Source: an optimization exercise on an open RTL-to-GDS flow (aim: small area, a short achievable clock period and few clock cycles per item). Production flows keep margins and buffers that such runs may drop.
Function was checked by simulation only, so behaviour that the tests miss may differ from the original.
No activity file was given, so power comes from the tool's default toggle rates.

==> flow/design.v (outline; a module is shown in full before it is edited, if it fits) <==
// module playback_rate_trim_controller: 922 lines
module playback_rate_trim_controller #(
  parameter int AVERAGE_LENGTH = 128
) (
  input  logic        clk,
  input  logic        rst,
  input  logic        in_valid,
  output logic        in_stall,
  input  logic [24:0] in_data,
  output logic        out_valid,
  input  logic        out_stall,
  output logic [34:0] out_data,
  input  logic        cfg_valid,
  output logic        cfg_ready,
  input  logic [1:0]  cfg_index,
  input  logic [15:0] cfg_data
);
  // ...
==> flow/run.sh <==
#!/bin/bash
# synth_recipe.tcl (not shown) runs the flow's synth.tcl, then flattens the netlist and writes it again
# the make line also repeats each setting of config.mk as NAME=value (left out here)
make -C /OpenROAD-flow-scripts/flow DESIGN_CONFIG=/design/flow/config.mk WORK_HOME=/design/flow/orfs CLKGATE_MAP_FILE= SYNTH_SCRIPT=/design/flow/synth_recipe.tcl finish
==> flow/config.mk <==
export PLATFORM = sky130hd
export DESIGN_NAME = playback_rate_trim_controller
export DESIGN_NICKNAME = playback_rate_trim_controller
export VERILOG_FILES = /design/flow/design.v
export SDC_FILE = /design/flow/constraint.sdc
export NUM_CORES = 4
export LEC_CHECK = 0
export ABC_CLOCK_PERIOD_IN_PS = 3000
export CAP_MARGIN = 20
export CORE_MARGIN = 2
export CORE_UTILIZATION = 60
export CTS_CLUSTER_DIAMETER = 80
export CTS_CLUSTER_SIZE = 24
export PLACE_DENSITY = 0.75
export SETUP_SLACK_MARGIN = 4.6
export SLEW_MARGIN = 20
==> flow/constraint.sdc <==
create_clock -name core_clock -period 8.0 [get_ports {clk}]
set_input_delay 1.6000 -clock core_clock [delete_from_list [all_inputs] [get_ports {clk}]]
set_output_delay 1.6000 -clock core_clock [all_outputs]
set_load 0.01 [all_outputs]
==> run notes, run 1 <==
Outcome
The run finished with no timing, DRC or antenna violations.

Route
The uppermost layer routed is met4. The aggregate routed wire length is ~190000 um. The routed wirelength normalized by instance count is 20.9 um.

Power and ir drop
The main power-consuming group is registers. The internal power component is 23.4 mW.

Final layout
Leaving out filler cells and counting taps, the final layout contains 8881. In the final layout, the multi-input gates occupy around 27000 um^2. The number of buffers outside the clock class in the layout is ~310. The post-route core utilization is about 67%. The register with the most flip-flops in the layout has between 1500 and 2000 of them. The area share of buffers outside the clock network is 2.76%.

Global route
The via count of the first global-routing pass is 49300. For this run the aggregate overflow at the end of global routing stands at 0. The initial antenna violation count is 2.

Timing
The shortest clock period the worst path allows after layout is ~4 ns. Once routing completed, OpenROAD measured the worst setup slack at between 3 and 4 ns. On the final layout, the worst clock skew is about 0.035 ns.

Setup path
The cell that appears most often on the critical path is a21oi_2. Tracing the worst setup path back leads to its startpoint at dd_s18[1]. Following the worst setup path forward leads to its endpoint at dsum_m[18].

Hold path
The number of instances on the worst hold path is 0. The worst hold path begins at hist[77][0].

Synth
After synthesis the cells add up to approximately 100000 um^2. Summing the areas of all compound-gate instances in the mapped netlist gives under 10% of the synthesized area. The post-synthesis register bit count is between 2000 and 2500.

The async set-reset flop share out of synthesis is 0%.

Clocking
Buffers inserted during clock tree synthesis total ~130. The clock tree from TritonCTS is built.

Floorplanning
The floorplan step set the die width to approximately 400 um.

Place
The placement-stage cell area is slightly above 100000 um^2.
Testbench counts, summed over its fixed seeds: cycles 2,200, items 2,048.
==> run 2: changes to the inputs <==
--- a/flow/design.v
+++ b/flow/design.v
@@ -620,60 +620,58 @@
   logic [0:0] bighi_s10;
   always_ff @(posedge clk) if (run) bighi_s10 <= bighi_86;
   logic [23:0] p_87;
   assign p_87 = {1'b0, {mr0_s10[22], mr0_s10[21], mr0_s10[20], mr0_s10[19], mr0_s10[18], mr0_s10[17], mr0_s10[16], mr0_s10[15], mr0_s10[14], mr0_s10[13], mr0_s10[12], mr0_s10[11], mr0_s10[10], mr0_s10[9], mr0_s10[8], mr0_s10[7], mr0_s10[6], mr0_s10[5], mr0_s10[4], mr0_s10[3], mr0_s10[2], mr0_s10[1], mr0_s10[0]}} + {1'b0, {mr1_s10[22], mr1_s10[21], mr1_s10[20], mr1_s10[19], mr1_s10[18], mr1_s10[17], mr1_s10[16], mr1_s10[15], mr1_s10[14], mr1_s10[13], mr1_s10[12], mr1_s10[11], mr1_s10[10], mr1_s10[9], mr1_s10[8], mr1_s10[7], mr1_s10[6], mr1_s10[5], mr1_s10[4], mr1_s10[3], mr1_s10[2], mr1_s10[1], mr1_s10[0]}};
   logic [0:0] big_88;
   assign big_88 = bighi_s10 | (|p_87[23:20]);
   logic [19:0] pl_89;
   assign pl_89 = p_87[19:0];
-  logic [6:0] r2_90;
-  assign r2_90 = pl_89[19:13];
-  logic [0:0] ovf_91;
-  assign ovf_91 = (r2_90 >= tgt) | big_88;
-  logic [12:0] pr_92;
-  assign pr_92 = pl_89[12:0];
   logic [0:0] v_s11;
   always_ff @(posedge clk) if (rst) v_s11 <= 1'b0; else if (run) v_s11 <= v_s10;
   logic [0:0] above_s11;
   always_ff @(posedge clk) if (run) above_s11 <= above_s10;
-  logic [6:0] r2_s11;
-  always_ff @(posedge clk) if (run) r2_s11 <= r2_90;
-  logic [0:0] ovf_s11;
-  always_ff @(posedge clk) if (run) ovf_s11 <= ovf_91;
-  logic [12:0] pr_s11;
-  always_ff @(posedge clk) if (run) pr_s11 <= pr_92;
+  logic [0:0] big_s11;
+  always_ff @(posedge clk) if (run) big_s11 <= big_88;
+  logic [19:0] pl_s11;
+  always_ff @(posedge clk) if (run) pl_s11 <= pl_89;
+  logic [6:0] r2_90;
+  assign r2_90 = pl_s11[19:13];
+  logic [0:0] ovf_91;
+  assign ovf_91 = (r2_90 >= tgt) | big_s11;
+  logic [12:0] pr_92;
+  assign pr_92 = pl_s11[12:0];
   logic [8:0] rsh_93;
-  assign rsh_93 = {r2_s11, pr_s11[12:11]};
+  assign rsh_93 = {r2_90, pr_92[12:11]};
   logic [9:0] t1_94;
   assign t1_94 = {1'b0, rsh_93} - 10'(tgt);
   logic [0:0] n1_95;
   assign n1_95 = ~t1_94[9];
   logic [9:0] t2_96;
   assign t2_96 = {1'b0, rsh_93} - 10'(tgt2);
   logic [0:0] n2_97;
   assign n2_97 = ~t2_96[9];
   logic [9:0] t3_98;
   assign t3_98 = {1'b0, rsh_93} - 10'(tgt3);
   logic [0:0] n3_99;
   assign n3_99 = ~t3_98[9];
   logic [6:0] r2_100;
   assign r2_100 = n3_99 ? t3_98[6:0] : n2_97 ? t2_96[6:0] : n1_95 ? t1_94[6:0] : rsh_93[6:0];
   logic [10:0] pr_101;
-  assign pr_101 = pr_s11[10:0];
+  assign pr_101 = pr_92[10:0];
   logic [1:0] q2_102;
   assign q2_102 = {n2_97, n3_99 | (n1_95 & ~n2_97)};
   logic [0:0] v_s12;
   always_ff @(posedge clk) if (rst) v_s12 <= 1'b0; else if (run) v_s12 <= v_s11;
   logic [0:0] above_s12;
   always_ff @(posedge clk) if (run) above_s12 <= above_s11;
   logic [6:0] r2_s12;
   always_ff @(posedge clk) if (run) r2_s12 <= r2_100;
   logic [0:0] ovf_s12;
-  always_ff @(posedge clk) if (run) ovf_s12 <= ovf_s11;
+  always_ff @(posedge clk) if (run) ovf_s12 <= ovf_91;
   logic [10:0] pr_s12;
   always_ff @(posedge clk) if (run) pr_s12 <= pr_101;
   logic [1:0] q2_s12;
   always_ff @(posedge clk) if (run) q2_s12 <= q2_102;
   logic [8:0] rsh_103;
   assign rsh_103 = {r2_s12, pr_s12[10:9]};
   logic [9:0] t1_104;
   assign t1_104 = {1'b0, rsh_103} - 10'(tgt);
==> run 2 against run 1 <==
Effect of this change:
- still clean on timing, DRC and antenna
- sequential power is essentially flat
- routed wire length grew 4.7%
- first-iteration DRC count grew 2.1%
- cell area grew 1.2%
- non-clock buffer count grew 87
- hold slack lost 0.013 ns
- synthesized area grew 0.21%
- largest cell class unchanged
==> run notes, run 2 <==
Outcome
The flow ran to the end and the layout has no timing, DRC or antenna violations.

Setup path
The most critical setup path has its startpoint at dd_s18[0]. The element type at the critical path end is a flop. For the worst setup path, the data required time is about 8.7 ns.

The worst register-to-register path begins at dd_s18[0]. The flop-to-flop setup slack is about 3.6 ns. In this run the critical register-to-register path is captured at dsum_m[20]. At the worst endpoint, the arrival time is between 5 and 6 ns.

The worst reg2reg path depth is 20. The critical path endpoint is dsum_m[20]. The critical path is of the flop to flop type.

The sort of element at the start of the critical path is a flop. The top fanout value on the critical path is 3.

Synth
The net count after synthesis is 6985. The cell taking the most area after synthesis is edfxtp_1. The portion of synthesized cell area occupied by the leading cell type is just under 70%. The post-synthesis register bit count is 2460 (unchanged).

Counting instances in the post-synthesis netlist gives the leading cell types as edfxtp_1, ha_1, nand2_1. The most instantiated flip-flop cell in the synthesis netlist is edfxtp_1. The async set-reset flop share out of synthesis is 0% (unchanged). The area of the mapped netlist came to 99900 um^2 (+0.21%). Sequential cells were found to cover a little over 70% of the synthesized design area. The synthesized design contains between 2000 and 2500 enable-type register cells. Counting distinct cell types in the post-synthesis netlist gives 82.

Yosys instantiated no cell more often than edfxtp_1. The count of warnings emitted by yosys is 2. The number of standard cells after synthesis is roughly 6300. After synthesis, the mean cell area works out to 15.9 um^2.

After synthesis, the cell types taking the most area are edfxtp_1, ha_1, dfxtp_1, fa_1, o21ai_0.

Global route
Entering global routing, the biggest net connects between 200 and 250 pins. The first global-routing pass estimated a little under 300000 um of wire. The total global-route track usage is between 20% and 30%. The total congestion overflow was 0 (unchanged). The initial antenna violation count came to 5 (+3).

The via count of the first global-routing pass came to 50500 (+2.5%).

Route
The vias per cell is between 5 and 6. For this run, design rule violations remaining after detail routing come to 0. The final route contains 51500 vias.

The aggregate routed wire length is 194000 um (+4.7%). Once detail routing completed, the nets flagged for antenna violations numbered 0. The number of detailed-route iterations in the first pass is 5. The routed wirelength normalized by instance count is 21.6 um (+3.7%).

The number of DRC markers in iteration 0 is around 4400.

Hold path
The path category of the worst min-delay check is flop to flop. The start point of the worst hold path is q1_s3[1].

Final layout
The largest registers in the layout are hist (1764), o_res (31), k_res (29). The largest register by flop count is hist. The number of antenna diodes in the final layout is 0.

The share of cells above drive strength 1 is 12.7%. Compared with the post-synthesis result, the final layout area differs by 11.8%. The number of flip-flops in the largest register is 1764 (unchanged). The net count of the finished layout is between 7000 and 8000. The library cell used most frequently in the layout, excluding fill and tap cells, is edfxtp_1.

The top cell types in the final layout, fill and taps aside, are edfxtp_1, ha_1, nand2_1, o21ai_0, inv_1.

Timing
The worst clock skew is 0.0524 ns (+0.0170 ns). The slew of the pin with the lowest slew margin is approximately 1.2 ns. The shortest clock period the worst path allows after layout came to 4.42 ns (+0.383 ns).

The number of setup violations in the final report is 0. The final setup slack of the worst path came to 3.58 ns (-0.383 ns). In this run the tightest slew margin relative to its limit is a little under a quarter. The maximum clock frequency is about 0.23 GHz. The count of pins over their slew limit is 0.

Setup total negative slack on the finished layout was measured at 0 ns. The count of endpoints failing hold in the final timing report is 0. The final clock period utilization by the worst path is a little under three fifths.

Setup repair after global routing could not meet its margin everywhere.

Power and ir drop
Dividing total power by cell area gives a power density of 307 nW/um^2. In this run the static leakage power is between 40 and 50 nW. IR analysis of the VDD net gives a maximum drop of ~0.27 mV. The power after layout is between 30 and 40 mW.

Floorplanning
The number of placed I/O pins is between 80 and 90. After floorplanning, the core was divided into 149 placement rows. The die span in x is 412 um (+0.10%). The total area inside the core boundary comes to approximately 170000 um^2. The initial utilization of the core area, before any placement, comes to 60.5%. The floorplan die area is approximately 170000 um^2. Measured along the y axis, the die boundary spans 412 um.

Clocking
The tree is rooted in a clkbuf_16. The number of CTS-inserted buffers is 139 (+5.3%). In this run the number of H-tree levels came out at 4. TritonCTS built the clock tree.

Buffers inserted to repair hold after CTS numbered 0. The clock-pin slew of the registers on the worst-case setup and hold paths is about 0.09 ns. The later pin in the worst-skew pair is clocked with a latency of around 0.83 ns. The tree built by TritonCTS fans out to 2460 sinks. No sink is reached through more buffers than the 3 on the longest clock path.

Place
The count of port buffers added during placement is 84. The HPWL after detailed placement is 115000 um. The worst slack after detailed placement is between 3 and 4 ns.

The congestion estimate from routability-driven global placement came to just under 0.9.

Job
Max-cap violations in this run came to 0.
## run 2: changes by cell type after synthesis, moves of 18 or more
cell / change
nand2_1: -39
nor2_1: -42
o21ai_1: -79
inv_1: +20
o211ai_1: -31
o21ai_0: +70
a21boi_1: -21
a211o_1: +18
## run 2: repair_timing
item / CTS / global route
resized for setup: 205 / 258
buffers inserted: 131 / 117
endpoints found under the setup margin: 409 / 382
cloned: 5 / 8
pin swaps: 45 / 97
## run 2: routing by layer
metal,track usage [%],vias up,share of wire [%]
met3,3.16,347,5.0
met4,8.34,2,3.7
met1,32.3,25500,45
met5,0,-,0.0067
li1,-,24300,-
met2,35.9,1331,47
## run 2: worst min-delay path by stage
| stage | end | slack [ns] | depth (start not counted) |
|---|---|---|---|
| after floorplan | gain3[0] | 0.35 | 0 |
| after global placement | dr_s4[6] | 0.40 | 0 |
| after detailed placement | dr_s5[2] | 0.40 | 0 |
| after CTS | q1_s4[3] | 0.39 | 0 |
| after global routing | hist[65][0] | 0.40 | 0 |
| final | q1_s4[3] | 0.39 | 0 |
## run 2: critical path: stages, from the launching register on
cell and delay, ns:
edfxtp_1 0.41, ha_2 0.21, inv_2 0.06, fa_2 0.21, nor2b_2 0.05, o31a_1 0.30, o41a_1 0.38, a31oi_4 0.26
nor2_2 0.06, o21a_1 0.18, o21ai_2 0.13, a211oi_2 0.10, ha_1 0.32, a211o_1 0.34, o211ai_1 0.20, a22oi_2 0.12
a21o_1 0.19, a21bo_2 0.20, a21oi_2 0.14, xor3_1 0.25, a211oi_2 0.19
## run 2: metrics by stage
stage | util, % | hold WS [ns] | cell area, um^2 | instances
global placement | 62.6 | 0.400 | 103000 | 8479
detailed placement | 62.6 | 0.405 | 103000 | 8479
finish | 67.6 | 0.392 | 112000 | 8963
floorplan | - | 0.353 | 99900 | 6290
CTS | 66.4 | 0.393 | 110000 | 8838
global route | 67.6 | 0.401 | 112000 | 8963
## run 2: final cells by class
class                   instances  area (um^2)
flip-flops and latches       2460        72100
fillers                     11100        53500
multi-input cells            3351        27300
repair buffers                399         3860
clock buffers                 179         3670
well taps                    2189         2740
inverters                     341         1370
clock inverters                44          666
## run 2: kinds of logic after synthesis
| kind of cell | Yosys count | share of synthesized area, % |
|---|---|---|
| buffers and inverters | 480 | 1.83 |
| XOR/XNOR | 257 | 2.27 |
| AND/OR/NAND/NOR | 1043 | 4.99 |
| AO/OA/AOI/OAI | 1186 | 7.59 |
| adder cells (fa/ha/maj) | 647 | 8.93 |
| other | 1 | 0.00375 |
| flip-flops | 2460 | 72.1 |
| multiplexers | 216 | 2.28 |
## run 2: where the power goes
group / internal, mW / total [mW] / switching [mW]
clock: 3.52 / 7.66 / 4.14
sequential: 15.3 / 16.0 / 0.736
combinational: 4.84 / 10.6 / 5.77
Testbench counts of run 2, summed over its fixed seeds: cycles 2,200, items 2,048.

## what the ideal ports hide
Ports are ideal in the flow. The routed layouts listed here were re-timed in OpenROAD.
Step 1 assumes that a clkbuf_16 drives the clock port and a buf_2 every other input.
Step 2 adds t to the input delays and takes it off the output delays; t is the mean of the earliest and latest rising clock arrival at the registers after step 1. Input paths then give back, and output paths get back, about the clock's delay inside the block.
Slacks: ideal ports / drivers / drivers and shift; pairs: ideal ports / drivers.
run | t, ns | slack for setup (ns) | hold slack, ns | worst slew at a driven data input, ns
run 1 | 0.887 | 3.967 / 3.967 / 3.967 | 0.405 / 0.405 / 0.405 | 0.04
run 2 | 0.886 | 3.584 / 3.584 / 3.584 | 0.392 / 0.392 / 0.392 | 0.07
After both steps every run listed still meets setup and hold.
